Source: an optimization exercise on an open RTL-to-GDS flow (aim: small area, a short achievable clock period and few clock cycles per item). Production flows keep margins and buffers that such runs may drop. Function was checked by simulation only, so behaviour that the tests miss may differ from the original. Power figures rest on the tool's default switching activity, not on a simulated workload.

`flow/design.v`:
```
package sbr_pkg;
	localparam int WINDOW  = 64;
	localparam int IW      = $clog2(WINDOW);
	localparam int POS_W   = 32;
	localparam int BYTE_W  = 8;
	localparam int SPACE_W = 7;
endpackage
import sbr_pkg::*;
module stream_byte_reassembler_core (
	input  logic               clk,
	input  logic               arst_n,
	input  logic               req_valid,
	output logic               req_stall,
	input  logic               kind,
	input  logic [POS_W-1:0]   stream_index,
	input  logic [BYTE_W-1:0]  data_byte,
	input  logic               ends_stream,
	input  logic [SPACE_W-1:0] downstream_space,
	output logic               rsp_valid,
	input  logic               rsp_stall,
	output logic               out_valid,
	output logic [BYTE_W-1:0]  out_byte,
	output logic               last_of_run,
	output logic [SPACE_W-1:0] pending_count,
	output logic               stream_closed
);
	function automatic logic [IW-1:0] pe64(input logic [WINDOW-1:0] x);
		logic [WINDOW-1:0]      v;
		logic [WINDOW*IW-1:0]   ix;
		logic [WINDOW-1:0]      nv;
		logic [WINDOW*IW-1:0]   nix;
		begin
			v  = x;
			ix = '0;
			for (int l = 0; l < IW; l++) begin
				nv  = '0;
				nix = '0;
				for (int i = 0; i < (WINDOW >> (l + 1)); i++) begin
					nv[i] = v[2*i] | v[2*i+1];
					for (int b = 0; b < IW; b++) begin
						if (b < l)
							nix[i*IW+b] = v[2*i] ? ix[(2*i)*IW+b] : ix[(2*i+1)*IW+b];
						else if (b == l)
							nix[i*IW+b] = !v[2*i];
					end
				end
				v  = nv;
				ix = nix;
			end
			pe64 = ix[IW-1:0];
		end
	endfunction
	logic              qv_q;
	logic              qkind_q;
	logic [IW-1:0]     qplo_q;
	logic [SPACE_W-1:0] qd_q;
	logic              qsmall_q;
	logic [BYTE_W-1:0] qbyte_q;
	logic [SPACE_W-1:0] qroom_q;
	logic [POS_W-1:0]  next_q;
	logic [WINDOW-1:0] rel_q;
	logic [BYTE_W-1:0] ring_q [WINDOW];
	logic [POS_W-1:0]  end_q;
	logic              end_known_q;
	logic              blk_q;       
	logic              em_q;
	logic [SPACE_W-1:0] ra_q;
	logic              r1v_q, r1d_q, r1l_q, r1f_q, r1nm_q, r1s_q, r1pcl_q;
	logic [BYTE_W-1:0] r1b_q;
	logic [IW-1:0]     r1rk_q;
	logic [SPACE_W-1:0] r1er_q;
	logic              r2v_q, r2d_q, r2l_q, r2f_q, r2nm_q, r2s_q, r2pcl_q;
	logic [BYTE_W-1:0] r2b_q;
	logic [IW-1:0]     r2k_q;
	logic [SPACE_W-1:0] r2er_q;
	logic              ov_q;
	logic              od_q;
	logic [BYTE_W-1:0] ob_q;
	logic              ol_q;
	logic [SPACE_W-1:0] op_q;
	logic              oc_q;
	logic              o_free, r2_move, r2_free, r1_move, r1_free;
	logic              do_proc, do_emit, take, adv;
	assign o_free    = !ov_q || !rsp_stall;
	assign r2_move   = r2v_q && o_free;
	assign r2_free   = !r2v_q || o_free;
	assign r1_move   = r1v_q && r2_free;
	assign r1_free   = !r1v_q || r2_free;
	assign do_emit   = em_q && r1_free;
	assign do_proc   = qv_q && !em_q && !blk_q && r1_free;
	assign req_stall = qv_q && (em_q || blk_q || (r1v_q && r2v_q && ov_q && rsp_stall));
	assign take      = req_valid && !req_stall;
	logic [IW-1:0]     h, d6;
	logic              closed, in_range, in_win, st0, nm;
	logic              z0, z1, nonempty, last0, last_e;
	logic [WINDOW-1:0] ddec, setv;
	logic [SPACE_W-1:0] room1;
	logic [BYTE_W-1:0] rd_byte;
	assign h      = next_q[IW-1:0];
	assign d6     = qd_q[IW-1:0];
	assign closed = oc_q;
	assign in_range = !qkind_q && qsmall_q && !qd_q[IW];
	assign in_win   = !closed && in_range && (qd_q < qroom_q);
	assign st0      = in_win && (d6 == '0);
	assign nm       = in_win && !rel_q[d6];
	assign room1    = qroom_q - SPACE_W'(1);
	always_comb begin
		for (int i = 0; i < WINDOW; i++) begin
			ddec[i] = (d6 == IW'(i));
		end
	end
	assign setv = ddec & {WINDOW{in_win}};
	assign z0       = !(rel_q[0] || (in_range && (d6 == IW'(0)))) || (qroom_q == '0);
	assign z1       = !(rel_q[1] || (in_range && (d6 == IW'(1)))) || (qroom_q == SPACE_W'(1));
	assign nonempty = !closed && !z0;
	assign last0    = closed || z0 || z1;
	assign last_e   = (ra_q == SPACE_W'(1)) || !rel_q[1];
	logic [SPACE_W-1:0] er;
	logic               er_small;
	logic [POS_W-SPACE_W-1:0] nh, nh1;
	assign nh       = next_q[POS_W-1:SPACE_W];
	assign nh1      = nh + 1'b1;
	assign er       = end_q[SPACE_W-1:0] - next_q[SPACE_W-1:0];
	assign er_small = (end_q[SPACE_W-1:0] < next_q[SPACE_W-1:0]) ? (end_q[POS_W-1:SPACE_W] == nh1)
	                                                           : (end_q[POS_W-1:SPACE_W] == nh);
	assign rd_byte = ring_q[h];
	assign adv     = (do_proc && nonempty) || do_emit;
	logic [WINDOW-1:0] kdec, kz;
	always_comb begin
		for (int i = 0; i < WINDOW; i++) begin
			kdec[i] = (r1rk_q == IW'(i));
		end
	end
	assign kz = ~rel_q | kdec;
	logic [SPACE_W-1:0] kfull, pa_new;
	logic               cl_new;
	assign kfull  = {1'b0, r2k_q} + SPACE_W'(r2s_q);
	assign pa_new = op_q + SPACE_W'(r2nm_q) - kfull;
	assign cl_new = oc_q || (r2pcl_q && (r2er_q == kfull));
	logic [SPACE_W-1:0]  lo, dn;
	logic                eqa, eqb, sn;
	assign lo  = stream_index[SPACE_W-1:0] - next_q[SPACE_W-1:0];
	assign eqa = (stream_index[POS_W-1:SPACE_W] == nh);
	assign eqb = (stream_index[POS_W-1:SPACE_W] == nh1);
	always_comb begin
		sn = (stream_index[SPACE_W-1:0] >= next_q[SPACE_W-1:0]) ? eqa : eqb;
		dn = lo;
		if (adv) begin
			dn = lo - SPACE_W'(1);
			sn = (sn && (lo != '0)) || (eqb && (lo == '0));
		end
	end
	always_ff @(posedge clk or negedge arst_n) begin
		if (!arst_n) begin
			qv_q        <= 1'b0;
			next_q      <= '0;
			rel_q       <= '0;
			end_known_q <= 1'b0;
			blk_q       <= 1'b0;
			em_q        <= 1'b0;
			r1v_q       <= 1'b0;
			r2v_q       <= 1'b0;
			ov_q        <= 1'b0;
			op_q        <= '0;
			oc_q        <= 1'b0;
		end else begin
			if (take) begin
				qv_q <= 1'b1;
				if (ends_stream) end_known_q <= 1'b1;
			end else if (do_proc) begin
				qv_q <= 1'b0;
			end
			if (adv) begin
				next_q <= next_q + POS_W'(1);
			end
			if (do_proc) begin
				blk_q <= !closed && end_known_q && er_small;
			end else if (r2_move && r2f_q && r2pcl_q) begin
				blk_q <= 1'b0;
			end
			if (do_proc) begin
				em_q <= !last0;
				if (nonempty) begin
					rel_q <= (rel_q | setv) >> 1;
				end else begin
					rel_q <= rel_q | setv;
				end
				r1v_q <= 1'b1;
			end else if (do_emit) begin
				em_q  <= !last_e;
				rel_q <= rel_q >> 1;
				r1v_q <= 1'b1;
			end else if (r1_move) begin
				r1v_q <= 1'b0;
			end
			if (r1_move) begin
				r2v_q <= 1'b1;
			end else if (r2_move) begin
				r2v_q <= 1'b0;
			end
			if (r2_move) begin
				ov_q <= 1'b1;
				if (r2f_q) begin
					op_q <= pa_new;
					oc_q <= cl_new;
				end
			end else if (!rsp_stall) begin
				ov_q <= 1'b0;
			end
		end
	end
	always_ff @(posedge clk) begin
		if (qv_q && !em_q && in_win) ring_q[qplo_q] <= qbyte_q;
	end
	always_ff @(posedge clk) begin
		if (take) begin
			qkind_q  <= kind;
			qplo_q   <= stream_index[IW-1:0];
			qd_q     <= dn;
			qsmall_q <= sn;
			qbyte_q  <= data_byte;
			qroom_q  <= (downstream_space > SPACE_W'(WINDOW)) ? SPACE_W'(WINDOW) : downstream_space;
			if (ends_stream) end_q <= stream_index + POS_W'(!kind);
		end else if (adv) begin
			qd_q <= qd_q - SPACE_W'(1);
			if (qd_q == '0) qsmall_q <= 1'b0;
		end
		if (do_proc) begin
			ra_q    <= room1;
			r1d_q   <= nonempty;
			r1b_q   <= !nonempty ? '0 : st0 ? qbyte_q : rd_byte;
			r1l_q   <= last0;
			r1f_q   <= 1'b1;
			r1nm_q  <= nm;
			r1s_q   <= nonempty;
			r1pcl_q <= !closed && end_known_q && er_small;
			r1er_q  <= er;
			r1rk_q  <= room1[IW-1:0];
		end else if (do_emit) begin
			ra_q    <= ra_q - SPACE_W'(1);
			r1d_q   <= 1'b1;
			r1b_q   <= rd_byte;
			r1l_q   <= last_e;
			r1f_q   <= 1'b0;
		end
		if (r1_move) begin
			r2d_q   <= r1d_q;
			r2b_q   <= r1b_q;
			r2l_q   <= r1l_q;
			r2f_q   <= r1f_q;
			r2nm_q  <= r1nm_q;
			r2s_q   <= r1s_q;
			r2pcl_q <= r1pcl_q;
			r2er_q  <= r1er_q;
			r2k_q   <= r1s_q ? pe64(kz) : '0;
		end
		if (r2_move) begin
			od_q <= r2d_q;
			ob_q <= r2b_q;
			ol_q <= r2l_q;
		end
	end
	assign rsp_valid     = ov_q;
	assign out_valid     = od_q;
	assign out_byte      = ob_q;
	assign last_of_run   = ol_q;
	assign pending_count = op_q;
	assign stream_closed = oc_q;
endmodule
```
`flow/run.sh`:
```
#!/bin/bash
# synth_recipe.tcl (not shown) runs the flow's synth.tcl, then flattens the netlist and writes it again
# the make line also repeats each setting of config.mk as NAME=value (left out here)
make -C /OpenROAD-flow-scripts/flow DESIGN_CONFIG=/design/flow/config.mk WORK_HOME=/design/flow/orfs CLKGATE_MAP_FILE= SYNTH_SCRIPT=/design/flow/synth_recipe.tcl finish
```
`flow/config.mk`:
```
export PLATFORM = sky130hd
export DESIGN_NAME = stream_byte_reassembler_core
export DESIGN_NICKNAME = stream_byte_reassembler_core
export VERILOG_FILES = /design/flow/design.v
export SDC_FILE = /design/flow/constraint.sdc
export NUM_CORES = 4
export LEC_CHECK = 0
export CAP_MARGIN = 20
export CORE_MARGIN = 2
export CORE_UTILIZATION = 40
export SETUP_SLACK_MARGIN = 2.5
export SLEW_MARGIN = 20
```
`flow/constraint.sdc`:
```
create_clock -name core_clock -period 6.0 [get_ports {clk}]
set_input_delay 1.2000 -clock core_clock [delete_from_list [all_inputs] [get_ports {clk}]]
set_output_delay 1.2000 -clock core_clock [all_outputs]
set_load 0.01 [all_outputs]
```
==> impl_metrics.toml, run 1 <==
[synthesis]
synth_top_area_cell = "edfxtp_1"
syn-num-nets = 2561
yosysSeqAreaShare_pct = 62.2
ys_dominant_reg_cell = "edfxtp_1"
async_reset_ff_share_pct = 14.7
postSynthRegisterBits = 756
synth.most_common_cell = "edfxtp_1"
syn-instance-count = 2456
syn_area_um2 = 35600
synth.area.top_cells = "edfxtp_1, mux4_2, dfrtp_1"
count_of_flip_flops_with_a_built_in_enable_after_synthesis = 644
synth_common_cells = "edfxtp_1, nor2_1, mux4_2"
ys_types = 93
syn_area_per_cell_um2 = 14.5
synth_top_area_share_pct = 54.3
yosysWarnings = 1

[cts]
tritoncts = "built"
cts_max_path_buffers = 3
insertion_delay_ns = 0.66
cts_root_buffer = "clkbuf_16"
cts_max_level = 3
cts-hold-fix-buffers = 0
cts.clk_slew.worst_paths_ns = 0.06
clkSinkCount = 756
tritoncts.num_buffers = 81

[setup_path]
maximum_fanout_encountered_on_the_critical_timing_path = 4
worst-path-buf-inv = 3
critPathLaunchType = "input port"
crit_chain = "dlygate4sd2_1, and4_4, o31ai_4, inv_1, clkdlybuf4s15_1"
crit_family = "buffers and inverters"
crit_path_end_kind = "output pin"
cpPeakStageDelay_ns = 0.28
worst_ep_arrival_ns = 2.24
data_required_time_of_the_worst_path_ns = 4.80
timing.setup.critical_path_class = "input port to output pin"
worst_path_max_delay_cell = "dlygate4sd2_1"

[route]
final_antenna_net_count = 0
drcViolationCount = 0
first_pass_iters = 7
drt_iter0_markers = 2794
vias_per_cell = 5.96
finalWirelength_um = 96600
post_drt_wl_per_cell_um = 25.5
routed-via-count = 22600

[floorplanning]
die_height_um = 302
dieArea_um2 = 91400
fp.coreArea_um2 = 88200
number_of_core_rows = 109
die_w_um = 302
initial_core_util_pct = 40.3
io-pin-count = 73

[pwr]
p_per_area_nw_per_um2 = 264
worst_ir_drop_vdd_mv = 0.276
p_leak_nw = 13.7

[worst_hold_path]
timing.hold.worst.class = "register to register"

[placement]
portBuffers = 72
hpwlAfterDp_um = 63700
gp_routability_congestion = 0.959
placement.cell_area_um2 = 37600

[flow_run]
drv.max_cap_violation_count = 0

[finish]
areaGrowthSynthToFinish_pct = 16.3
filler_cell_count = 7560
multiInputGateArea_um2 = 13200
layout-drive-gt1-share_pct = 19.8
final-seq-area_um2 = 22100
finalInstanceArea_um2 = 41400
finish.net_count = 2662

[sta]
final-setup-viol-count = 0
max-slew-margin-rel_pct = 30.1
layout_min_cycle_time_ns = 3.44
final-max-slew-violation-count = 0
final.setup.tns_ns = 0
fin_crit_sh_pct = 57.3
max_slew.worst_pin.slew_ns = 1.04
rsz0062_at_grt = "false"
finClkSkew_ns = 0.0513
max_freq_mhz = 291
finalHoldViolCount = 0

[grt]
grtUsageMet1_pct = 29.1
grt_overflow = 0
antenna_found_initial = 3
largest_net_degree_at_the_start_of_global_routing = 81
first_global_vias = 22400
global_route.usage.total_pct = 21.0
met2_grt_util_pct = 33.4
global_route.usage.met3_pct = 3.62
grt_first_pass_wirelength_um = 144000
busiest_grt_layer = "met2"

[status]
result_of_the_run = "timing/DRC/antenna clean"
[stage by stage]
step | hold slack, ns | setup slack, ns | utilization (%) | power (mW) | std cells
after detailed placement | 0.405 | 1.53 | 42.6 | 5.89 | 3604
after CTS | 0.395 | 2.43 | 46.4 | 11.0 | 3767
after floorplan | 0.400 | 2.51 | - | 5.80 | 2456
after global routing | 0.415 | 2.48 | 46.9 | 11.2 | 3789
after global placement | 0.401 | 1.67 | 42.6 | 5.88 | 3604
final | 0.418 | 2.56 | 46.9 | 10.9 | 3791
[cell usage in the layout, fill, tap and decap left out, types with 11 or more instances in the layout]
cell / netlist / layout
nor3_1: 31 / 27
and3_1: 23 / 23
xnor2_1: 117 / 117
nand2b_1: 22 / 22
clkdlybuf4s50_1: 0 / 68
clkbuf_1: 88 / 15
and2_1: 16 / 16
a21o_1: 26 / 25
inv_1: 60 / 57
nor4_1: 12 / 11
nand3_1: 66 / 63
a21oi_1: 115 / 114
o21a_1: 13 / 13
a31oi_1: 17 / 16
dfrtp_1: 111 / 106
clkbuf_16: 0 / 83
xor2_1: 67 / 67
buf_4: 5 / 69
nor2b_1: 20 / 20
o221ai_1: 12 / 12
nor2_1: 200 / 143
a211oi_1: 12 / 12
clkinv_2: 0 / 12
edfxtp_1: 644 / 644
o21ai_0: 86 / 85
nand2_1: 147 / 145
nor2_4: 0 / 52
o22ai_1: 31 / 31
o211ai_1: 17 / 17
mux4_2: 189 / 189
ha_1: 49 / 48
a311oi_1: 13 / 13
nand4_1: 40 / 40
clkinv_1: 1 / 13
[report_power, final]
part,switching [mW],internal (mW),total [mW]
Combinational,0.0791,0.0624,0.141
Clock,2.14,3.00,5.14
Sequential,0.000388,5.63,5.64
Total,2.22,8.70,10.9
[metal layers]
| metal | share of wire [%] | vias up |
|---|---|---|
| met5 | 0.032 | - |
| met4 | 3.4 | 4 |
| met3 | 7.5 | 222 |
| met2 | 47 | 1046 |
| met1 | 42 | 11600 |
| li1 | - | 9785 |
[flip-flops by register name, summed over array words and instances (netlist names), 6 cells and up]
| register | count |
|---|---|
| rel_q | 64 |
| qplo_q | 6 |
| r1er_q | 7 |
| qroom_q | 7 |
| next_q | 32 |
| ra_q | 7 |
| r2b_q | 8 |
| r1b_q | 8 |
| op_q | 7 |
| qd_q | 7 |
| qbyte_q | 8 |
| r1rk_q | 6 |
| r2er_q | 7 |
| ob_q | 8 |
| r2k_q | 6 |
| end_q | 32 |
| ring_q | 512 |
[path summary, 6_finish.rpt]
check | cells past startpoint | slack (ns) | from | endpoint
hold reg to reg | 0 | 0.42 | r2b_q[1]$_DFFE_PP_ | ob_q[1]$_DFFE_PP_
setup / recovery | 5 | 2.56 | rsp_stall | req_stall
min in group asynchronous | 1 | 0.43 | arst_n | qv_q$_DFFE_PN0P_
max in group asynchronous | 2 | 4.51 | arst_n | next_q[0]$_DFFE_PN0N_
setup reg to reg | 10 | 2.59 | qd_q[0]$_DFFE_PP_ | qd_q[6]$_DFFE_PP_
hold / removal | 0 | 0.42 | r2b_q[1]$_DFFE_PP_ | ob_q[1]$_DFFE_PP_
[what timing repair did]
action | CTS | global route
resized for setup | 128 | 40
cloned | 1 | 1
endpoints found under the setup margin | 612 | 562
pin swaps | 13 | 9
buffers inserted | 12 | 20
[kinds of logic after synthesis]
family,share of synthesized area [%]
xor gates and xnor gates,4.53
adders and majority gates,1.92
AOI/OAI and AO/OA,7.83
buffers and inverters,2.36
and+or+nand+nor,9.08
muxes,12.1
DFF,62.2
[cell type report]
| class | count | share of cell area, % |
|---|---|---|
| diodes | 2 | 0.0121 |
| inverters | 62 | 0.580 |
| multi-input cells | 1498 | 32.0 |
| repair inverters | 1 | 0.0181 |
| repair buffers | 157 | 3.72 |
| clock inverters | 44 | 1.30 |
| clock buffers | 106 | 5.39 |
| well taps | 1165 | 3.52 |
| flip-flops and latches | 756 | 53.5 |
Testbench counts, summed over its fixed seeds: cycles 14,740, items 9,629.
==> inputs of run 2 (changes only) <==
--- a/flow/config.mk
+++ b/flow/config.mk
@@ -8,5 +8,5 @@
 export CAP_MARGIN = 20
 export CORE_MARGIN = 2
 export CORE_UTILIZATION = 40
-export SETUP_SLACK_MARGIN = 2.5
+export SETUP_SLACK_MARGIN = 3.0
 export SLEW_MARGIN = 20
==> impl_metrics.toml, run 2 <==
[floorplanning]
fp.coreArea_um2 = 88200
io-pin-count = 73
initial_core_util_pct = 40.3
die_w_um = 302
die_height_um = 302
number_of_core_rows = 109
dieArea_um2 = 91400

[sta]
max_freq_mhz = 322
rsz0062_at_grt = "true"
layout_min_cycle_time_ns = 3.11
finalHoldViolCount = 0
final.setup.tns_ns = 0
fin_crit_sh_pct = 51.8
final-setup-viol-count = 0
max_slew.worst_pin.slew_ns = 1.03
worst_slack_ns = 2.89
finClkSkew_ns = 0.0155
max-slew-margin-rel_pct = 31.4
final-max-slew-violation-count = 0

[finish]
finish.cell_count_without_fillers = 3872
largest_reg_flops = 512
final_cell_mix = "edfxtp_1, mux4_2, nand2_1"
finish.net_count = 2752
biggest_registers_after_layout = "ring_q: 512 flops, rel_q: 64 flops"
regMostFlops = "ring_q"
layout-drive-gt1-share_pct = 24.8
filler_cell_count = 7408
areaGrowthSynthToFinish_pct = 20.2
most_common_library_cell_in_the_layout_ignoring_fill_and_taps = "edfxtp_1"
final-seq-area_um2 = 22200
multiInputGateArea_um2 = 13700
post-route-util_pct = 48.5

[synthesis]
syn_area_um2 = 35600
async_reset_ff_share_pct = 14.7
synth_top_area_share_pct = 54.3
syn-instance-count = 2456
yosysSeqAreaShare_pct = 62.2
count_of_flip_flops_with_a_built_in_enable_after_synthesis = 644
synth.area.top_cells = "edfxtp_1, mux4_2, dfrtp_1"
postSynthRegisterBits = 756
synth_common_cells = "edfxtp_1, nor2_1, mux4_2"
syn-num-nets = 2561
syn_area_per_cell_um2 = 14.5
synth_top_area_cell = "edfxtp_1"
ys_types = 93
yosysWarnings = 1
ys_dominant_reg_cell = "edfxtp_1"
synth.most_common_cell = "edfxtp_1"

[route]
first_pass_iters = 6
met2_routed_wirelength_um = 48300
drcViolationCount = 0
finalWirelength_um = 101000
wirelength_met1_um = 41800
final_antenna_net_count = 0
post_drt_wl_per_cell_um = 26.0
drt_iter0_markers = 2370
routed-via-count = 23100
dr.max_layer_used = "met4"
vias_per_cell = 5.97
met3_length_um = 7510

[cts]
insertion_delay_ns = 0.64
tritoncts.num_buffers = 81
tritoncts = "built"
cts_max_level = 3
cts_max_path_buffers = 3
clkSinkCount = 756
cts.clk_slew.worst_paths_ns = 0.06
cts_root_buffer = "clkbuf_16"

[grt]
largest_net_degree_at_the_start_of_global_routing = 68
grt_overflow = 0
grt_first_pass_wirelength_um = 148000
first_global_vias = 22600
antenna_found_initial = 3
global_route.usage.total_pct = 21.6

[placement]
portBuffers = 72
gp_routability_congestion = 0.991
dp.cells = 3599
hpwlAfterDp_um = 63700
detailedPlace.worstSlack_ns = 1.39

[pwr]
worst_ir_drop_vdd_mv = 0.270
p_per_area_nw_per_um2 = 248
p_leak_nw = 14.3

[setup_path]
worst_ep_arrival_ns = 1.91
timing.setup.critical_path_class = "input port to output pin"
critPathLaunchType = "input port"
data_required_time_of_the_worst_path_ns = 4.80
crit_path_end_kind = "output pin"
maximum_fanout_encountered_on_the_critical_timing_path = 2

[flow_run]
drv.max_cap_violation_count = 0

[worst_hold_path]
timing.hold.worst.class = "register to register"

[status]
result_of_the_run = "timing/DRC/antenna clean"
## run 2: cell families (layout without fill, tap and decap cells)
logic type | count (synthesis) | count (layout) | synth area share (%)
other | 0 | 1 | 0
AOI/OAI and AO/OA | 421 | 421 | 7.83
buffers and inverters | 202 | 452 | 2.36
xor gates and xnor gates | 184 | 184 | 4.53
muxes | 194 | 194 | 12.1
DFF | 756 | 756 | 62.2
adders and majority gates | 53 | 53 | 1.92
and+or+nand+nor | 646 | 646 | 9.08
## run 2: report_power, final
part / total, mW / internal, mW / switching [mW]
clock network: 4.82 / 2.77 / 2.05
registers: 5.64 / 5.64 / 0.000435
logic: 0.150 / 0.0651 / 0.0844
## run 2: worst paths after layout
| kind | from | endpoint | slack (ns) | depth (start not counted) |
|---|---|---|---|---|
| max reg2reg | next_q[0]$_DFFE_PN0N_ | blk_q$_DFFE_PN0P_ | 3.03 | 10 |
| max | rsp_stall | req_stall | 2.89 | 5 |
| min in group asynchronous | arst_n | qv_q$_DFFE_PN0P_ | 0.60 | 1 |
| min | r1er_q[1]$_DFFE_PP_ | r2er_q[1]$_DFFE_PP_ | 0.42 | 0 |
| min reg2reg | r1er_q[1]$_DFFE_PP_ | r2er_q[1]$_DFFE_PP_ | 0.42 | 0 |
| max in group asynchronous | arst_n | rel_q[61]$_DFFE_PN0P_ | 4.02 | 2 |
## run 2: timing repair
item | CTS | global route
pin swaps | 44 | 36
hold buffers | 0 | 0
endpoints found under the setup margin | 695 | 620
cloned | 3 | 7
gates resized for setup | 221 | 77
buffers inserted | 65 | 54
## run 2: routing by layer
layer	global-route usage, %	vias up
met1	30.3	11900
li1	-	9965
met2	34.8	1069
met3	3.35	197
met4	6.60	0
met5	0	-
## run 2: cell type report
cell class	count	area share (%)
Clock inverter	38	0.865
Antenna cell	1	0.00585
Inverter	62	0.585
Tap cell	1165	3.41
Timing Repair Buffer	248	6.37
Clock buffer	104	5.06
Sequential cell	756	51.8
Multi-Input combinational cell	1498	31.9
## run 2: critical path: stages
cell and delay (ns):
buf_8 0.09, and4_4 0.19, o31ai_4 0.22, inv_1 0.07
buf_2 0.14
## run 2: per-stage QoR
| stage | power, mW | hold WS, ns | cell area (um2) |
|---|---|---|---|
| finish | 10.6 | 0.419 | 42800 |
| global route | 10.9 | 0.427 | 42800 |
| CTS | 10.7 | 0.423 | 41800 |
| detailed placement | 5.89 | 0.405 | 37700 |
| global placement | 5.89 | 0.402 | 37700 |
| floorplan | 5.81 | 0.400 | 35800 |
==> inputs of run 3 (changes only) <==
--- a/flow/config.mk
+++ b/flow/config.mk
@@ -8,5 +8,6 @@
 export CAP_MARGIN = 20
 export CORE_MARGIN = 2
 export CORE_UTILIZATION = 40
-export SETUP_SLACK_MARGIN = 3.0
+export CTS_BUF_LIST = sky130_fd_sc_hd__clkbuf_4 sky130_fd_sc_hd__clkbuf_8
+export SETUP_SLACK_MARGIN = 3.3
 export SLEW_MARGIN = 20
==> impl_metrics.toml, run 3 <==
[setup_path]
critPathLaunchType = "input port"
maximum_fanout_encountered_on_the_critical_timing_path = 3
crit_start = "rsp_stall"
worst_r2r_path_depth = 13
crit_path_end_kind = "output pin"
regToRegEndpoint = "ring_q[4][7]$_DFFE_PP_"
crit_chain = "buf_8, and4_4, o31ai_4, inv_1, buf_2"
cpPeakStageDelay_ns = 0.29
timing.setup.critical_path_class = "input port to output pin"
timing.rr.start = "qd_q[1]$_DFFE_PP_"
worst_ep_arrival_ns = 1.98
reg2reg_setup_slack_ns = 2.97
data_required_time_of_the_worst_path_ns = 4.80
worst_path_max_delay_cell = "o31ai_4"

[cts]
cts_root_buffer = "clkbuf_8"
clkSinkCount = 756
tritoncts.num_buffers = 120
insertion_delay_ns = 0.80
cts.clk_slew.worst_paths_ns = 0.06
cts_max_level = 3
tritoncts = "built"
cts_max_path_buffers = 3
cts-hold-fix-buffers = 0

[finish]
most_common_library_cell_in_the_layout_ignoring_fill_and_taps = "edfxtp_1"
final_cell_mix = "edfxtp_1, mux4_2, buf_4"
finish.cell_count_without_fillers = 4069
largest_reg_flops = 512
biggest_registers_after_layout = "ring_q: 512 flops, rel_q: 64 flops"
areaGrowthSynthToFinish_pct = 25.8
regMostFlops = "ring_q"
finish.net_count = 2904
layout-drive-gt1-share_pct = 33.3

[synthesis]
syn_area_per_cell_um2 = 14.5
syn-instance-count = 2456
async_reset_ff_share_pct = 14.7
yosysSeqAreaShare_pct = 62.2
postSynthRegisterBits = 756
syn-num-nets = 2561
syn_area_um2 = 35600
synth_top_area_share_pct = 54.3
synth_common_cells = "edfxtp_1, nor2_1, mux4_2"
ys_types = 93
synth_top_area_cell = "edfxtp_1"
yosysWarnings = 1
synth.area.top_cells = "edfxtp_1, mux4_2, dfrtp_1"
ys_dominant_reg_cell = "edfxtp_1"
synth.most_common_cell = "edfxtp_1"
count_of_flip_flops_with_a_built_in_enable_after_synthesis = 644

[sta]
max-slew-margin-rel_pct = 35.0
rsz0062_at_grt = "true"
finClkSkew_ns = 0.0532
fin_crit_sh_pct = 53.0
final-max-slew-violation-count = 0
worst_slack_ns = 2.82
finalHoldViolCount = 0
max_slew.worst_pin.slew_ns = 0.972
layout_min_cycle_time_ns = 3.18
final.setup.tns_ns = 0
max_freq_mhz = 315
final-setup-viol-count = 0

[pwr]
p_per_area_nw_per_um2 = 229
p_leak_nw = 15.2
worst_ir_drop_vdd_mv = 0.214
power.switching_mw = 2.20
internal_power_mw = 8.04
clockPowerShare_pct = 43.5
power.share.switching_pct = 21.5
pwr-share-comb_pct = 1.5
seqPwrFrac_pct = 55.0

[grt]
grt_first_pass_wirelength_um = 151000
grt_overflow = 0
first_global_vias = 23500
largest_net_degree_at_the_start_of_global_routing = 69
global_route.usage.total_pct = 22.0
antenna_found_initial = 3

[floorplanning]
fp.coreArea_um2 = 88200
die_height_um = 302
io-pin-count = 73
number_of_core_rows = 109
initial_core_util_pct = 40.3
die_w_um = 302
dieArea_um2 = 91400

[route]
final_antenna_net_count = 0
post_drt_wl_per_cell_um = 25.4
drcViolationCount = 0
finalWirelength_um = 103000
first_pass_iters = 8
vias_per_cell = 5.89
drt_iter0_markers = 2583
routed-via-count = 24000

[placement]
gp_routability_congestion = 0.932
detailedPlace.worstSlack_ns = 1.41
portBuffers = 72
hpwlAfterDp_um = 63200
dp.cells = 3588

[flow_run]
drv.max_cap_violation_count = 0

[status]
result_of_the_run = "timing/DRC/antenna clean"

[worst_hold_path]
timing.hold.worst.class = "input port to async pin"
-- run 3: changes by cell type in the layout (fill, tap and decap cells not counted), moves of 26 or more --
cell,before,now
clkbuf_16,89,8
buf_6,12,53
clkbuf_8,3,125
buf_12,29,69
clkbuf_4,0,37
buf_4,121,147
-- run 3: stage by stage --
step                hold WS (ns)  total power, mW  cell area (um2)  utilization (%)
global route               0.276             10.6            44800             50.7
global placement           0.403             5.89            38000             43.1
detailed placement         0.406             5.90            38000             43.1
floorplan                  0.400             5.81            36400                -
CTS                        0.251             10.3            43300             49.1
finish                     0.303             10.2            44800             50.7
-- run 3: cell type report --
type | instances | area (um2)
diodes | 1 | 2.50
well taps | 1165 | 1460
repair inverters | 1 | 7.51
fillers | 7222 | 43500
flip-flops and latches | 756 | 22200
repair buffers | 359 | 4180
inverters | 62 | 283
multi-input cells | 1499 | 14200
clock buffers | 160 | 1980
clock inverters | 66 | 453
-- run 3: cells by family after synthesis --
family / count (synthesis) / share of synthesized area, %
buffers and inverters: 202 / 2.36
AOI/OAI and AO/OA: 421 / 7.83
xor gates and xnor gates: 184 / 4.53
and+or+nand+nor: 646 / 9.08
adders and majority gates: 53 / 1.92
muxes: 194 / 12.1
DFF: 756 / 62.2
-- run 3: worst max path at each step --
stage / slack, ns / to
6_report: 2.82 / req_stall
5_1_grt: 2.77 / req_stall
3_3_place_gp: 1.56 / rel_q[52]$_DFFE_PN0P_
3_5_place_dp: 1.41 / rel_q[49]$_DFFE_PN0P_
4_1_cts: 2.77 / req_stall
2_1_floorplan: 2.79 / next_q[11]$_DFFE_PN0N_
-- run 3: worst max-delay path, delay by kind of cell --
kind	cells	cell delay [ns]
buffers and inverters	3	0.29
AO/OA/AOI/OAI	1	0.29
AND/OR/NAND/NOR	1	0.18
-- run 3: metal layers --
layer	part of all wire [%]	track usage [%]	up-vias
met5	0.011	0	-
met4	3.3	7.61	2
met1	41	30.5	12200
met3	8.0	3.99	242
li1	-	-	10300
met2	48	35.1	1182
-- run 3: power groups by stage --
stage / sequential (mW) / combinational [mW] / clock, mW
6_report: 5.64 / 0.157 / 4.45
5_1_grt: 5.63 / 0.171 / 4.78
4_1_cts: 5.64 / 0.153 / 4.55
3_5_place_dp: 5.74 / 0.152 / 0
3_3_place_gp: 5.74 / 0.150 / 0
2_1_floorplan: 5.74 / 0.0656 / 0
-- run 3: timing repair --
action,CTS,global route
gates cloned,6,10
buffers inserted,171,67
pin swaps,78,81
setup endpoints to repair,761,663
resized for setup,265,186
==> inputs of run 4 (changes only) <==
--- a/flow/config.mk
+++ b/flow/config.mk
@@ -9,5 +9,5 @@
 export CORE_MARGIN = 2
 export CORE_UTILIZATION = 40
 export CTS_BUF_LIST = sky130_fd_sc_hd__clkbuf_4 sky130_fd_sc_hd__clkbuf_8
-export SETUP_SLACK_MARGIN = 3.3
+export SETUP_SLACK_MARGIN = 2.5
 export SLEW_MARGIN = 20
==> impl_metrics.toml, run 4 <==
[sta]
finClkSkew_ns = 0.0448
max_freq_mhz = 291
worst_slack_ns = 2.56
finalHoldViolCount = 0
rsz0062_at_grt = "false"
max-slew-margin-rel_pct = 33.3
fin_crit_sh_pct = 57.3
max_slew.worst_pin.slew_ns = 0.998
final-setup-viol-count = 0
worst_hold_slack_ns = 0.311
final-max-slew-violation-count = 0
final.setup.tns_ns = 0
layout_min_cycle_time_ns = 3.44

[finish]
areaGrowthSynthToFinish_pct = 15.4
final_cell_mix = "edfxtp_1, mux4_2, nand2_1"
layout-drive-gt1-share_pct = 22.3
regMostFlops = "ring_q"
finish.cell_count_without_fillers = 3864
largest_reg_flops = 512
most_common_library_cell_in_the_layout_ignoring_fill_and_taps = "edfxtp_1"
biggest_registers_after_layout = "ring_q: 512 flops, rel_q: 64 flops"
finish.net_count = 2707

[cts]
insertion_delay_ns = 0.79
cts-hold-fix-buffers = 0
cts.clk_slew.worst_paths_ns = 0.06
clkSinkCount = 756
cts_max_level = 4
tritoncts.num_buffers = 130
tritoncts = "built"
cts_root_buffer = "clkbuf_8"
cts_max_path_buffers = 3

[setup_path]
cpPeakStageDelay_ns = 0.28
maximum_fanout_encountered_on_the_critical_timing_path = 4
data_required_time_of_the_worst_path_ns = 4.80
critPathLaunchType = "input port"
worst_ep_arrival_ns = 2.24
crit_path_end_kind = "output pin"
timing.setup.critical_path_class = "input port to output pin"
crit_chain = "dlygate4sd2_1, and4_4, o31ai_4, inv_1, clkdlybuf4s15_1"
worst_path_max_delay_cell = "dlygate4sd2_1"

[grt]
global_route.usage.total_pct = 21.3
first_global_vias = 22700
grt_first_pass_wirelength_um = 145000
antenna_found_initial = 5
largest_net_degree_at_the_start_of_global_routing = 66
grt_overflow = 0

[floorplanning]
initial_core_util_pct = 40.3
die_w_um = 302
die_height_um = 302
fp.coreArea_um2 = 88200
io-pin-count = 73
number_of_core_rows = 109
dieArea_um2 = 91400

[synthesis]
ys_dominant_reg_cell = "edfxtp_1"
synth.most_common_cell = "edfxtp_1"
synth.area.top_cells = "edfxtp_1, mux4_2, dfrtp_1"
synth_top_area_cell = "edfxtp_1"
postSynthRegisterBits = 756
synth_top_area_share_pct = 54.3
ys_types = 93
synth_common_cells = "edfxtp_1, nor2_1, mux4_2"
syn-instance-count = 2456
syn-num-nets = 2561
async_reset_ff_share_pct = 14.7
yosysWarnings = 1
yosysSeqAreaShare_pct = 62.2
syn_area_um2 = 35600
count_of_flip_flops_with_a_built_in_enable_after_synthesis = 644
syn_area_per_cell_um2 = 14.5

[route]
final_antenna_net_count = 0
finalWirelength_um = 97100
drt_iter0_markers = 2724
vias_per_cell = 5.89
first_pass_iters = 8
drcViolationCount = 0
routed-via-count = 22800
post_drt_wl_per_cell_um = 25.1

[placement]
detailedPlace.worstSlack_ns = 1.53
dp.cells = 3604
gp_routability_congestion = 0.959
portBuffers = 72
hpwlAfterDp_um = 63700

[pwr]
internal_power_mw = 8.23
clockPowerShare_pct = 44.6
post-layout-total-power_mw = 10.4
p_leak_nw = 13.7
worst_ir_drop_vdd_mv = 0.215
power.switching_mw = 2.20
p_per_area_nw_per_um2 = 254
seqPwrFrac_pct = 54.1
pwr-share-comb_pct = 1.4
power.share.switching_pct = 21.1

[flow_run]
drv.max_cap_violation_count = 0

[status]
result_of_the_run = "timing/DRC/antenna clean"

[worst_hold_path]
timing.hold.worst.class = "input port to async pin"
-- run 4: cell counts after synthesis --
Identical to the previous run, type by type.
-- run 4: cell type report --
type | count | area (um2)
Fill cell | 7608 | 47200
Timing Repair inverter | 1 | 7.51
Clock buffer | 188 | 2270
Sequential cell | 756 | 22100
Antenna cell | 1 | 2.50
Clock inverter | 40 | 278
Inverter | 62 | 240
Timing Repair Buffer | 153 | 1460
Multi-Input combinational cell | 1498 | 13200
Tap cell | 1165 | 1460
-- run 4: worst paths after layout --
kind	start	end	slack, ns	cells after the start
setup reg to reg	qd_q[0]$_DFFE_PP_	qd_q[6]$_DFFE_PP_	2.60	10
hold / removal	arst_n	ov_q$_DFFE_PN0P_	0.31	1
max in group asynchronous	arst_n	next_q[0]$_DFFE_PN0N_	4.65	2
min in group core_clock	r2b_q[3]$_DFFE_PP_	ob_q[3]$_DFFE_PP_	0.41	0
setup / recovery	rsp_stall	req_stall	2.56	5
hold reg to reg	r2b_q[3]$_DFFE_PP_	ob_q[3]$_DFFE_PP_	0.41	0
-- run 4: stage by stage --
step                cell area [um2]  util (%)
floorplan                     35600         -
CTS                           40700      46.1
global route                  41100      46.6
finish                        41100      46.6
detailed placement            37600      42.6
global placement              37600      42.6
-- run 4: power by group through the flow --
stage | Clock [mW] | Sequential, mW | Combinational [mW]
2_1_floorplan | 0 | 5.74 | 0.0592
3_3_place_gp | 0 | 5.74 | 0.140
3_5_place_dp | 0 | 5.74 | 0.141
4_1_cts | 4.75 | 5.64 | 0.143
5_1_grt | 4.99 | 5.63 | 0.154
6_report | 4.65 | 5.64 | 0.142
-- run 4: logic make-up after synthesis --
group	after synthesis	share of synthesized area, %
compound gates	421	7.83
simple gates	646	9.08
fa+ha+maj	53	1.92
xor+xnor	184	4.53
flops	756	62.2
mux	194	12.1
buf+inv	202	2.36
-- run 4: worst max-delay path, delay by kind of cell --
family	cells	cell delay, ns
and+or+nand+nor	1	0.21
buffers and inverters	3	0.59
AOI/OAI and AO/OA	1	0.23
-- run 4: repair_timing --
item / 4_1_cts / 5_1_grt
endpoints found under the setup margin: 607 / 564
gates cloned: 2 / 0
gates resized for setup: 122 / 39
buffers inserted: 6 / 22
endpoints found under the hold margin: 0 / 0
pin swaps: 1 / 6
-- run 4: routing by layer --
metal	wire, um	vias up	global-route usage, %
li1	-	9895	-
met1	41100	11600	29.6
met2	45400	1040	33.3
met3	7430	226	4.37
met4	3120	2	7.90
met5	13	-	0
==> inputs of run 5 (changes only) <==
--- a/flow/design.v
+++ b/flow/design.v
@@ -88,8 +88,10 @@
 	assign r1_free   = !r1v_q || r2_free;
 	assign do_emit   = em_q && r1_free;
 	assign do_proc   = qv_q && !em_q && !blk_q && r1_free;
-	assign req_stall = qv_q && (em_q || blk_q || (r1v_q && r2v_q && ov_q && rsp_stall));
 	assign take      = req_valid && !req_stall;
+	logic              sta_q, stb_q;
+	logic              qv_n, em_n, blk_n, r1v_n, r2v_n, ov_n;
+	assign req_stall = sta_q || (stb_q && rsp_stall);
 	logic [IW-1:0]     h, d6;
 	logic              closed, in_range, in_win, st0, nm;
 	logic              z0, z1, nonempty, last0, last_e;
@@ -150,6 +152,15 @@
 			sn = (sn && (lo != '0)) || (eqb && (lo == '0));
 		end
 	end
+	always_comb begin
+		qv_n  = take ? 1'b1 : do_proc ? 1'b0 : qv_q;
+		em_n  = do_proc ? !last0 : do_emit ? !last_e : em_q;
+		blk_n = do_proc ? (!closed && end_known_q && er_small)
+		                : (r2_move && r2f_q && r2pcl_q) ? 1'b0 : blk_q;
+		r1v_n = (do_proc || do_emit) ? 1'b1 : r1_move ? 1'b0 : r1v_q;
+		r2v_n = r1_move ? 1'b1 : r2_move ? 1'b0 : r2v_q;
+		ov_n  = r2_move ? 1'b1 : !rsp_stall ? 1'b0 : ov_q;
+	end
 	always_ff @(posedge clk or negedge arst_n) begin
 		if (!arst_n) begin
 			qv_q        <= 1'b0;
@@ -161,51 +172,37 @@
 			r1v_q       <= 1'b0;
 			r2v_q       <= 1'b0;
 			ov_q        <= 1'b0;
+			sta_q       <= 1'b0;
+			stb_q       <= 1'b0;
 			op_q        <= '0;
 			oc_q        <= 1'b0;
 		end else begin
-			if (take) begin
-				qv_q <= 1'b1;
-				if (ends_stream) end_known_q <= 1'b1;
-			end else if (do_proc) begin
-				qv_q <= 1'b0;
+			qv_q  <= qv_n;
+			em_q  <= em_n;
+			blk_q <= blk_n;
+			r1v_q <= r1v_n;
+			r2v_q <= r2v_n;
+			ov_q  <= ov_n;
+			sta_q <= qv_n && (em_n || blk_n);
+			stb_q <= qv_n && r1v_n && r2v_n && ov_n;
+			if (take && ends_stream) begin
+				end_known_q <= 1'b1;
 			end
 			if (adv) begin
 				next_q <= next_q + POS_W'(1);
 			end
 			if (do_proc) begin
-				blk_q <= !closed && end_known_q && er_small;
-			end else if (r2_move && r2f_q && r2pcl_q) begin
-				blk_q <= 1'b0;
-			end
-			if (do_proc) begin
-				em_q <= !last0;
 				if (nonempty) begin
 					rel_q <= (rel_q | setv) >> 1;
 				end else begin
 					rel_q <= rel_q | setv;
 				end
-				r1v_q <= 1'b1;
 			end else if (do_emit) begin
-				em_q  <= !last_e;
 				rel_q <= rel_q >> 1;
-				r1v_q <= 1'b1;
-			end else if (r1_move) begin
-				r1v_q <= 1'b0;
-			end
-			if (r1_move) begin
-				r2v_q <= 1'b1;
-			end else if (r2_move) begin
-				r2v_q <= 1'b0;
-			end
-			if (r2_move) begin
-				ov_q <= 1'b1;
-				if (r2f_q) begin
-					op_q <= pa_new;
-					oc_q <= cl_new;
-				end
-			end else if (!rsp_stall) begin
-				ov_q <= 1'b0;
+			end
+			if (r2_move && r2f_q) begin
+				op_q <= pa_new;
+				oc_q <= cl_new;
 			end
 		end
 	end
--- a/flow/config.mk
+++ b/flow/config.mk
@@ -9,5 +9,5 @@
 export CORE_MARGIN = 2
 export CORE_UTILIZATION = 40
 export CTS_BUF_LIST = sky130_fd_sc_hd__clkbuf_4 sky130_fd_sc_hd__clkbuf_8
-export SETUP_SLACK_MARGIN = 2.5
+export SETUP_SLACK_MARGIN = 3.0
 export SLEW_MARGIN = 20
==> impl_metrics.toml, run 5 <==
[sta]
finClkSkew_ns = 0.0387
rsz0062_at_grt = "true"
final.setup.tns_ns = 0
max_slew.worst_pin.slew_ns = 1.08
final-setup-viol-count = 0
max_freq_mhz = 336
fin_crit_sh_pct = 49.6
finalHoldViolCount = 0
final-max-slew-violation-count = 0
max-slew-margin-rel_pct = 28.0
layout_min_cycle_time_ns = 2.98

[flow_run]
drv.max_cap_violation_count = 0

[grt]
grt_first_pass_wirelength_um = 151000
grt_overflow = 0
first_global_vias = 22700
antenna_found_initial = 5
largest_net_degree_at_the_start_of_global_routing = 72
global_route.usage.total_pct = 22.4

[route]
drt_iter0_markers = 2438
post_drt_wl_per_cell_um = 25.9
drcViolationCount = 0
vias_per_cell = 5.89
final_antenna_net_count = 0
routed-via-count = 23600
finalWirelength_um = 104000
first_pass_iters = 7

[synthesis]
post_synth_fa_ha_maj_area_fraction_pct = 1.86
synth_top_area_cell = "edfxtp_1"
synth-compound-area-share_pct = 7.71
synthXorXnorAreaFrac_pct = 4.64
ys_types = 87
syn-instance-count = 2489
post_synth_and_or_nand_nor_area_fraction_pct = 8.96
synth_top_area_share_pct = 54.5
ys_dominant_reg_cell = "edfxtp_1"
yosysSeqAreaShare_pct = 62.5
async_reset_ff_share_pct = 14.9
synth_common_cells = "edfxtp_1, nand2_1, mux4_2, nor2_1, a21oi_1"
synth.area.top_cells = "edfxtp_1, mux4_2, dfrtp_1"
syn_area_um2 = 35500
syn_area_per_cell_um2 = 14.3
synth.most_common_cell = "edfxtp_1"
count_of_flip_flops_with_a_built_in_enable_after_synthesis = 644
synth.area.mux_share_pct = 11.9
yosysWarnings = 1
syn-num-nets = 2593
postSynthRegisterBits = 758
synth_top_family_by_area = "multiplexers"

[floorplanning]
io-pin-count = 73
dieArea_um2 = 91100
initial_core_util_pct = 40.3
die_w_um = 302
fp.coreArea_um2 = 88100
die_height_um = 302
number_of_core_rows = 109

[pwr]
clockPowerShare_pct = 44.4
internal_power_mw = 8.40
worst_ir_drop_vdd_mv = 0.216
power.share.switching_pct = 22.6
power.switching_mw = 2.46
p_per_area_nw_per_um2 = 254
seqPwrFrac_pct = 52.7
p_leak_nw = 14.4
pwr-share-comb_pct = 2.8

[finish]
regMostFlops = "ring_q"
post-route-util_pct = 48.5
areaGrowthSynthToFinish_pct = 20.3
layout-drive-gt1-share_pct = 27.1
largest_reg_flops = 512
biggest_registers_after_layout = "ring_q: 512 flops, rel_q: 64 flops"
final_cell_mix = "edfxtp_1, mux4_2, nand2_1"
most_common_library_cell_in_the_layout_ignoring_fill_and_taps = "edfxtp_1"
finish.net_count = 2840
finish.cell_count_without_fillers = 4000

[placement]
gp_routability_congestion = 0.934
dp.cells = 3621
hpwlAfterDp_um = 64100
portBuffers = 72

[setup_path]
worst_path_max_delay_cell = "mux4_2"
data_required_time_of_the_worst_path_ns = 6.56
reg2reg_setup_slack_ns = 3.02
worst-path-buf-inv = 3
crit_start = "next_q[0]$_DFFE_PN0N_"
critical_path_s_most_frequent_cell = "mux4_2"
setup.worst_path.end = "r1b_q[0]$_DFFE_PP_"
cpPeakStageDelay_ns = 0.54
timing.rr.start = "next_q[0]$_DFFE_PN0N_"
maximum_fanout_encountered_on_the_critical_timing_path = 6
critPathLaunchType = "register"
crit_path_end_kind = "register"
worst_r2r_path_depth = 8
worst_ep_arrival_ns = 3.54
timing.critical_path.depth = 8
crit_chain = "buf_12, buf_8, clkbuf_16, mux4_2, mux4_2, mux4_2, nand2b_1, nand2_1"
timing.setup.critical_path_class = "register to register"
crit_family = "multiplexers"
regToRegEndpoint = "r1b_q[0]$_DFFE_PP_"

[cts]
cts_max_path_buffers = 3
cts-hold-fix-buffers = 0
clkSinkCount = 758
cts_max_level = 4
cts_root_buffer = "clkbuf_8"
insertion_delay_ns = 0.82
tritoncts.num_buffers = 130
tritoncts = "built"
cts.clk_slew.worst_paths_ns = 0.06

[worst_hold_path]
timing.hold.worst.class = "input port to async pin"

[status]
result_of_the_run = "timing/DRC/antenna clean"
==> run 5: changes by cell type after synthesis, sizes merged, moves of 12 or more <==
cell	before	now
nor3	35	47
nor2	201	187
a21oi	116	137
o22ai	31	16
a31oi	17	33
o21ai	87	108
nand2	147	190
a22oi	1	13
==> run 5: area by class of cell <==
class                           count  area, um2
Antenna cell                        2       5.00
Tap cell                         1165       1460
Multi-Input combinational cell   1532      13300
Clock buffer                      177       2170
Timing Repair Buffer              252       2790
Fill cell                        7525      45400
Timing Repair inverter              2       15.0
Clock inverter                     52        478
Inverter                           60        262
Sequential cell                   758      22200
==> run 5: power groups by stage <==
stage | sequential, mW | clock (mW) | combinational, mW
6_report | 5.72 | 4.82 | 0.309
5_1_grt | 5.72 | 5.12 | 0.334
4_1_cts | 5.72 | 4.92 | 0.289
3_5_place_dp | 5.83 | 0 | 0.274
3_3_place_gp | 5.83 | 0 | 0.268
2_1_floorplan | 5.84 | 0 | 0.122
==> run 5: worst min path at each step <==
stage | to | slack (ns) | startpoint | cells after the start
floorplan | ob_q[0]$_DFFE_PP_ | 0.40 | r2b_q[0]$_DFFE_PP_ | 0
global placement | r2b_q[6]$_DFFE_PP_ | 0.41 | r1b_q[6]$_DFFE_PP_ | 0
detailed placement | r2b_q[7]$_DFFE_PP_ | 0.40 | r1b_q[7]$_DFFE_PP_ | 0
CTS | ob_q[0]$_DFFE_PP_ | 0.42 | r2b_q[0]$_DFFE_PP_ | 0
global route | r2b_q[7]$_DFFE_PP_ | 0.43 | r1b_q[7]$_DFFE_PP_ | 0
finish | rel_q[45]$_DFFE_PN0P_ | 0.42 | arst_n | 1
==> run 5: routing by layer <==
| metal | share of wire (%) | track usage (%) |
|---|---|---|
| met5 | 0.037 | 0 |
| met2 | 47 | 34.7 |
| met4 | 2.4 | 6.51 |
| met1 | 42 | 32.3 |
| met3 | 9.2 | 4.12 |
==> run 5: what timing repair did <==
action	in CTS	in global routing
buffers inserted	51	76
gates cloned	11	10
pin swaps	26	21
setup endpoints to repair	646	566
gates resized for setup	177	95
==> run 5: logic make-up (layout without fill, tap and decap cells) <==
| group | Yosys count | after routing |
|---|---|---|
| flip-flops | 758 | 758 |
| AND/OR/NAND/NOR | 656 | 658 |
| AO/OA/AOI/OAI | 445 | 445 |
| buffers and inverters | 201 | 543 |
| multiplexers | 190 | 190 |
| XOR/XNOR | 188 | 188 |
| adder cells (fa/ha/maj) | 51 | 51 |
| other | 0 | 2 |
==> run 5: through the flow <==
step | hold WS (ns) | instance area, um2 | worst slack, ns | power (mW)
floorplan | 0.400 | 35600 | 2.76 | 5.96
global placement | 0.408 | 37400 | 1.33 | 6.10
detailed placement | 0.405 | 37400 | 1.26 | 6.10
CTS | 0.419 | 41400 | 2.78 | 10.9
global route | 0.431 | 42700 | 2.97 | 11.2
finish | 0.416 | 42700 | 3.02 | 10.9
Testbench counts of run 5, summed over its fixed seeds: cycles 14,740, items 9,629.
==> inputs of run 6 (changes only) <==
--- a/flow/config.mk
+++ b/flow/config.mk
@@ -9,5 +9,5 @@
 export CORE_MARGIN = 2
 export CORE_UTILIZATION = 40
 export CTS_BUF_LIST = sky130_fd_sc_hd__clkbuf_4 sky130_fd_sc_hd__clkbuf_8
-export SETUP_SLACK_MARGIN = 3.0
+export SETUP_SLACK_MARGIN = 3.3
 export SLEW_MARGIN = 20
==> impl_metrics.toml, run 6 <==
[synthesis]
yosysWarnings = 1
async_reset_ff_share_pct = 14.9
synth_top_area_cell = "edfxtp_1"
synth.most_common_cell = "edfxtp_1"
yosysSeqAreaShare_pct = 62.5
synth_common_cells = "edfxtp_1, nand2_1, mux4_2, nor2_1, a21oi_1"
syn_area_per_cell_um2 = 14.3
syn-instance-count = 2489
syn_area_um2 = 35500
synth.area.top_cells = "edfxtp_1, mux4_2, dfrtp_1"
ys_dominant_reg_cell = "edfxtp_1"
postSynthRegisterBits = 758
ys_types = 87
count_of_flip_flops_with_a_built_in_enable_after_synthesis = 644
syn-num-nets = 2593
synth_top_area_share_pct = 54.5

[pwr]
p_per_area_nw_per_um2 = 239
worst_ir_drop_vdd_mv = 0.212
p_leak_nw = 15.5

[cts]
cts_max_level = 4
tritoncts.num_buffers = 132
tritoncts = "built"
insertion_delay_ns = 0.81
cts.clk_slew.worst_paths_ns = 0.06
clkSinkCount = 758
cts_max_path_buffers = 3
cts_root_buffer = "clkbuf_8"

[grt]
busiest_grt_layer = "met2"
grt_first_pass_wirelength_um = 155000
largest_net_degree_at_the_start_of_global_routing = 69
global_route.usage.total_pct = 23.0
grtUsageMet1_pct = 32.1
global_route.usage.met3_pct = 4.19
met2_grt_util_pct = 36.3
first_global_vias = 23800
grt_overflow = 0
antenna_found_initial = 7

[flow_run]
drv.max_cap_violation_count = 0

[route]
final_antenna_net_count = 0
first_pass_iters = 5
post_drt_wl_per_cell_um = 25.5
drt_iter0_markers = 2566
vias_per_cell = 5.81
drcViolationCount = 0
routed-via-count = 24200
finalWirelength_um = 106000

[floorplanning]
fp.coreArea_um2 = 88100
number_of_core_rows = 109
die_w_um = 302
dieArea_um2 = 91100
io-pin-count = 73
initial_core_util_pct = 40.3
die_height_um = 302

[setup_path]
regToRegEndpoint = "r1b_q[4]$_DFFE_PP_"
reg2reg_setup_slack_ns = 3.04
maximum_fanout_encountered_on_the_critical_timing_path = 8
timing.setup.critical_path_class = "register to register"
critPathLaunchType = "register"
timing.rr.start = "next_q[0]$_DFFE_PN0N_"
crit_path_end_kind = "register"
worst_r2r_path_depth = 8
worst_ep_arrival_ns = 3.51
data_required_time_of_the_worst_path_ns = 6.55

[sta]
worst_hold_slack_ns = 0.412
finClkSkew_ns = 0.0496
max_freq_mhz = 338
fin_crit_sh_pct = 49.3
rsz0062_at_grt = "true"
final-setup-viol-count = 0
max_slew.worst_pin.slew_ns = 1.02
final-max-slew-violation-count = 0
layout_min_cycle_time_ns = 2.96
final.setup.tns_ns = 0
max-slew-margin-rel_pct = 32.3
finalHoldViolCount = 0

[finish]
filler_cell_count = 7275
layout-drive-gt1-share_pct = 35.9
areaGrowthSynthToFinish_pct = 28.2
final_cell_mix = "edfxtp_1, buf_4, mux4_2"
multiInputGateArea_um2 = 14300
biggest_registers_after_layout = "ring_q: 512 flops, rel_q: 64 flops"
finish.net_count = 2999
largest_reg_flops = 512
final-seq-area_um2 = 22200
regMostFlops = "ring_q"
most_common_library_cell_in_the_layout_ignoring_fill_and_taps = "edfxtp_1"

[worst_hold_path]
timing.hold.worst.class = "register to register"
min-delay-start = "r1er_q[0]$_DFFE_PP_"
hold_endpoint = "r2er_q[0]$_DFFE_PP_"
min_path_cells = 0

[status]
result_of_the_run = "timing/DRC/antenna clean"

[placement]
hpwlAfterDp_um = 63300
gp_routability_congestion = 0.912
portBuffers = 72
run 6: cell counts after synthesis:
No cell type changed its count.
run 6: cell families (layout without fill, tap and decap cells):
| family | count (synthesis) | count (layout) | synth area share (%) |
|---|---|---|---|
| mux | 190 | 190 | 11.9 |
| buf+inv | 201 | 701 | 2.42 |
| compound gates | 445 | 445 | 7.71 |
| other cells | 0 | 4 | 0 |
| fa+ha+maj | 51 | 51 | 1.86 |
| flops | 758 | 758 | 62.5 |
| simple gates | 656 | 661 | 8.96 |
| xor+xnor | 188 | 188 | 4.64 |
run 6: worst max-delay path by stage:
stage | startpoint | to | slack (ns)
after global placement | rsp_stall | qd_q[5]$_DFFE_PP_ | 1.45
after global routing | qd_q[5]$_DFFE_PP_ | qd_q[5]$_DFFE_PP_ | 3.02
final | next_q[0]$_DFFE_PN0N_ | r1b_q[4]$_DFFE_PP_ | 3.04
after detailed placement | rsp_stall | qd_q[5]$_DFFE_PP_ | 1.35
after CTS | next_q[0]$_DFFE_PN0N_ | r1b_q[4]$_DFFE_PP_ | 3.07
after floorplan | rsp_stall | qd_q[5]$_DFFE_PP_ | 2.76
run 6: final cells by class:
cell class	count	share of cell area, %
Antenna cell	4	0.0220
Clock buffer	185	5.02
Clock inverter	48	0.864
Inverter	60	0.619
Multi-Input combinational cell	1535	31.3
Sequential cell	758	48.9
Tap cell	1165	3.21
Timing Repair Buffer	406	10.0
Timing Repair inverter	2	0.0330
run 6: power breakdown:
| group | switching [mW] | leakage, nW | internal (mW) |
|---|---|---|---|
| clock network | 2.16 | 1.41 | 2.65 |
| registers | 0.0146 | 7.22 | 5.71 |
| logic | 0.209 | 6.90 | 0.125 |
| total | 2.39 | 15.5 | 8.49 |
run 6: critical path: stages (launching register included):
cell	delay, ns
dfrtp_4	0.48
buf_12	0.14
buf_8	0.13
buf_16	0.15
mux4_2	0.56
mux4_2	0.55
mux4_2	0.53
nand2b_1	0.10
nand2_1	0.06
run 6: metrics by stage:
step                      setup WS [ns]  utilization, %  cells  cell area, um2  power (mW)
after global placement             1.45            42.9   3615           37800        6.10
after global routing               3.02            51.6   4160           45500        11.2
after floorplan                    2.76               -   2489           36200        5.97
after CTS                          3.07            49.9   4058           44000        10.9
final                              3.04            51.6   4163           45500        10.9
after detailed placement           1.35            42.9   3615           37800        6.11
run 6: what timing repair did:
action                     4_1_cts  5_1_grt
hold buffers                     0        0
pin swaps                       92      119
setup endpoints to repair      703      611
cloned                          18        2
setup buffers                  192       99
gates resized for setup        352      140
hold endpoints to repair         0        0
run 6: routing by layer:
metal	wire length, um	part of all wire (%)
met2	49400	47
met1	44000	41
met3	8660	8.2
met5	13	0.012
met4	3940	3.7
==> inputs of run 7 (changes only) <==
--- a/flow/config.mk
+++ b/flow/config.mk
@@ -7,7 +7,7 @@
 export LEC_CHECK = 0
 export CAP_MARGIN = 20
 export CORE_MARGIN = 2
-export CORE_UTILIZATION = 40
+export CORE_UTILIZATION = 55
 export CTS_BUF_LIST = sky130_fd_sc_hd__clkbuf_4 sky130_fd_sc_hd__clkbuf_8
-export SETUP_SLACK_MARGIN = 3.3
+export SETUP_SLACK_MARGIN = 3.0
 export SLEW_MARGIN = 20
==> impl_metrics.toml, run 7 <==
[setup_path]
timing.critical_path.depth = 11
crit_path_end_kind = "register"
crit_chain = "buf_4, and4_1, or3_4, inv_12, a21oi_4, inv_4, nand2_8, or4b_4, nor3_2, xor2_1, a21oi_1"
timing.setup.critical_path_class = "input port to register"
data_required_time_of_the_worst_path_ns = 6.47
worst_ep_arrival_ns = 3.54
crit_family = "simple AND/OR/NAND/NOR gates"
cpPeakStageDelay_ns = 0.57
maximum_fanout_encountered_on_the_critical_timing_path = 22
worst-path-buf-inv = 3
worst_r2r_path_depth = 11
critPathLaunchType = "input port"
worst_path_max_delay_cell = "or4b_4"

[sta]
rsz0062_at_grt = "true"
final.setup.tns_ns = 0
max_freq_mhz = 326
finalHoldViolCount = 0
max_slew.worst_pin.slew_ns = 1.09
max-slew-margin-rel_pct = 27.1
layout_min_cycle_time_ns = 3.07
fin_crit_sh_pct = 51.1
finClkSkew_ns = 0.0732
final-setup-viol-count = 0
final-max-slew-violation-count = 0

[grt]
largest_net_degree_at_the_start_of_global_routing = 69
first_global_vias = 22800
grt_overflow = 0
antenna_found_initial = 2
grt_first_pass_wirelength_um = 148000
global_route.usage.total_pct = 29.9

[floorplanning]
die_w_um = 258
fp.coreArea_um2 = 64100
dieArea_um2 = 66600
io-pin-count = 73
number_of_core_rows = 93
initial_core_util_pct = 55.3
die_height_um = 258

[pwr]
clockPowerShare_pct = 42.5
internal_power_mw = 8.18
power.share.switching_pct = 21.8
pwr-share-comb_pct = 2.9
worst_ir_drop_vdd_mv = 0.223
power.switching_mw = 2.28
p_per_area_nw_per_um2 = 252
p_leak_nw = 14.0
seqPwrFrac_pct = 54.7

[cts]
cts-hold-fix-buffers = 0
cts_root_buffer = "clkbuf_8"
cts_max_path_buffers = 3
clkSinkCount = 758
tritoncts.num_buffers = 119
tritoncts = "built"
cts.clk_slew.worst_paths_ns = 0.06
cts_max_level = 3
insertion_delay_ns = 0.78

[placement]
hpwlAfterDp_um = 63000
portBuffers = 72
placement.cell_area_um2 = 37000
gp_routability_congestion = 0.920

[route]
post_drt_wl_per_cell_um = 27.5
finalWirelength_um = 100000
final_antenna_net_count = 0
drcViolationCount = 0
vias_per_cell = 6.41
routed-via-count = 23300
drt_iter0_markers = 2816
first_pass_iters = 6

[synthesis]
synth_common_cells = "edfxtp_1, nand2_1, mux4_2, nor2_1, a21oi_1"
synth_top_area_share_pct = 54.5
syn_area_per_cell_um2 = 14.3
yosysSeqAreaShare_pct = 62.5
ys_dominant_reg_cell = "edfxtp_1"
count_of_flip_flops_with_a_built_in_enable_after_synthesis = 644
synth.most_common_cell = "edfxtp_1"
yosysWarnings = 1
ys_types = 87
async_reset_ff_share_pct = 14.9
synth_top_area_cell = "edfxtp_1"
postSynthRegisterBits = 758
syn_area_um2 = 35500
synth.area.top_cells = "edfxtp_1, mux4_2, dfrtp_1"
syn-instance-count = 2489
syn-num-nets = 2593

[status]
result_of_the_run = "timing/DRC/antenna clean"

[worst_hold_path]
min_path_cells = 0
timing.hold.worst.class = "register to register"

[finish]
areaGrowthSynthToFinish_pct = 17.1
largest_reg_flops = 512
layout-drive-gt1-share_pct = 24.5
most_common_library_cell_in_the_layout_ignoring_fill_and_taps = "edfxtp_1"
finalInstanceArea_um2 = 41600
post-route-util_pct = 64.8
regMostFlops = "ring_q"
finish.net_count = 2787
biggest_registers_after_layout = "ring_q: 512 flops, rel_q: 64 flops"
final_cell_mix = "edfxtp_1, mux4_2, nand2_1"
filler_cell_count = 4678

[flow_run]
drv.max_cap_violation_count = 0
[run 7: area by class of cell]
type | instances | area (um2) | share of cell area, %
Sequential cell | 758 | 22200 | 53.4
Multi-Input combinational cell | 1531 | 13300 | 32.0
Timing Repair Buffer | 212 | 2280 | 5.50
Clock buffer | 166 | 2030 | 4.88
Tap cell | 855 | 1070 | 2.57
Clock inverter | 49 | 397 | 0.954
Inverter | 60 | 259 | 0.623
Timing Repair inverter | 1 | 8.76 | 0.0211
Antenna cell | 1 | 2.50 | 0.00602
[run 7: path summary, 6_finish.rpt]
check,from,slack (ns),end
setup / recovery,rsp_stall,2.93,qd_q[5]$_DFFE_PP_
hold / removal,r2d_q$_DFFE_PP_,0.42,od_q$_DFFE_PP_
setup reg to reg,qd_q[1]$_DFFE_PP_,2.97,qd_q[5]$_DFFE_PP_
hold reg to reg,r2d_q$_DFFE_PP_,0.42,od_q$_DFFE_PP_
max in group asynchronous,arst_n,4.48,next_q[1]$_DFFE_PN0N_
min in group asynchronous,arst_n,0.57,op_q[3]$_DFFE_PN0P_
[run 7: logic make-up (layout without fill, tap and decap cells)]
group	count (synthesis)	count (layout)	share of synthesized area [%]
buffers and inverters	201	488	2.42
muxes	190	190	11.9
adders and majority gates	51	51	1.86
DFF	758	758	62.5
and+or+nand+nor	656	657	8.96
xor gates and xnor gates	188	188	4.64
other	0	1	0
AOI/OAI and AO/OA	445	445	7.71
[run 7: what timing repair did]
item                                    CTS  global route
buffers inserted                         58            36
cloned                                    5             5
hold endpoints to repair                  0             0
endpoints found under the setup margin  694           297
gates resized for setup                 218            49
pin swaps                                50            13
[run 7: stage by stage]
step | hold slack (ns) | total power [mW] | std cells | setup WS, ns
2_1_floorplan | 0.400 | 5.96 | 2489 | 2.76
3_3_place_gp | 0.403 | 6.10 | 3313 | 0.714
3_5_place_dp | 0.405 | 6.10 | 3313 | 0.676
4_1_cts | 0.414 | 10.5 | 3591 | 2.83
5_1_grt | 0.424 | 10.8 | 3633 | 2.89
6_report | 0.417 | 10.5 | 3633 | 2.93
[run 7: worst reg2reg max path, cell delays in order (launching register included)]
cell and delay [ns]:
edfxtp_1 0.40, buf_8 0.20, inv_1 0.15, ha_4 0.18, a41oi_1 0.17, o31a_4 0.39
clkinv_8 0.15, nand2_8 0.17, or4b_4 0.57, nor3_2 0.14, xor2_1 0.16, a21oi_1 0.09
[run 7: per-layer routing]
metal	track usage [%]	routed length, um	part of all wire [%]
met3	3.83	6800	6.8
met4	13.4	4510	4.5
met2	47.7	48300	48
met1	41.7	40300	40
met5	0	0	0
[run 7: power by group through the flow]
stage	clock, mW	sequential (mW)	combinational, mW
6_report	4.45	5.72	0.300
5_1_grt	4.75	5.72	0.322
4_1_cts	4.52	5.72	0.291
3_5_place_dp	0	5.83	0.273
3_3_place_gp	0	5.83	0.268
2_1_floorplan	0	5.84	0.122

-- separate check: timing with driven ports --
Ports are ideal in the flow. The routed layouts listed here were re-timed in OpenROAD. Step 1 assumes that a clkbuf_16 drives the clock port and a buf_2 every other input. Step 2 moves the port delays by t, midway between the first and last clock arrival at a register: inputs arrive t later, outputs are due t later. That takes back most of the time a late clock gives input paths. Three values: no drivers, after step 1, after step 2; two values: the first two.
run | shift t [ns] | slack for setup (ns) | hold slack, ns | worst setup path after step 2
run 1 | 0.695 | 2.564 / 2.543 / 1.922 | 0.418 / 0.390 / 0.418 | input to register
run 2 | 0.691 | 2.892 / 2.851 / 2.417 | 0.419 / 0.419 / 0.419 | input to register
run 3 | 0.832 | 2.821 / 2.745 / 2.474 | 0.303 / 0.268 / 0.428 | input to register
run 4 | 0.829 | 2.564 / 2.542 / 1.844 | 0.311 / 0.278 / 0.408 | input to register
run 5 | 0.867 | 3.025 / 3.020 / 2.261 | 0.416 / 0.389 / 0.416 | input to register
run 6 | 0.843 | 3.042 / 3.042 / 2.429 | 0.412 / 0.412 / 0.412 | input to register
run 7 | 0.799 | 2.931 / 2.970 / 2.171 | 0.417 / 0.417 / 0.417 | input to register
After both steps setup and hold are still met in every run listed. For run 5, which loses most, drivers alone change the setup slack by -0.005 ns; drivers and shift together by -0.764 ns.
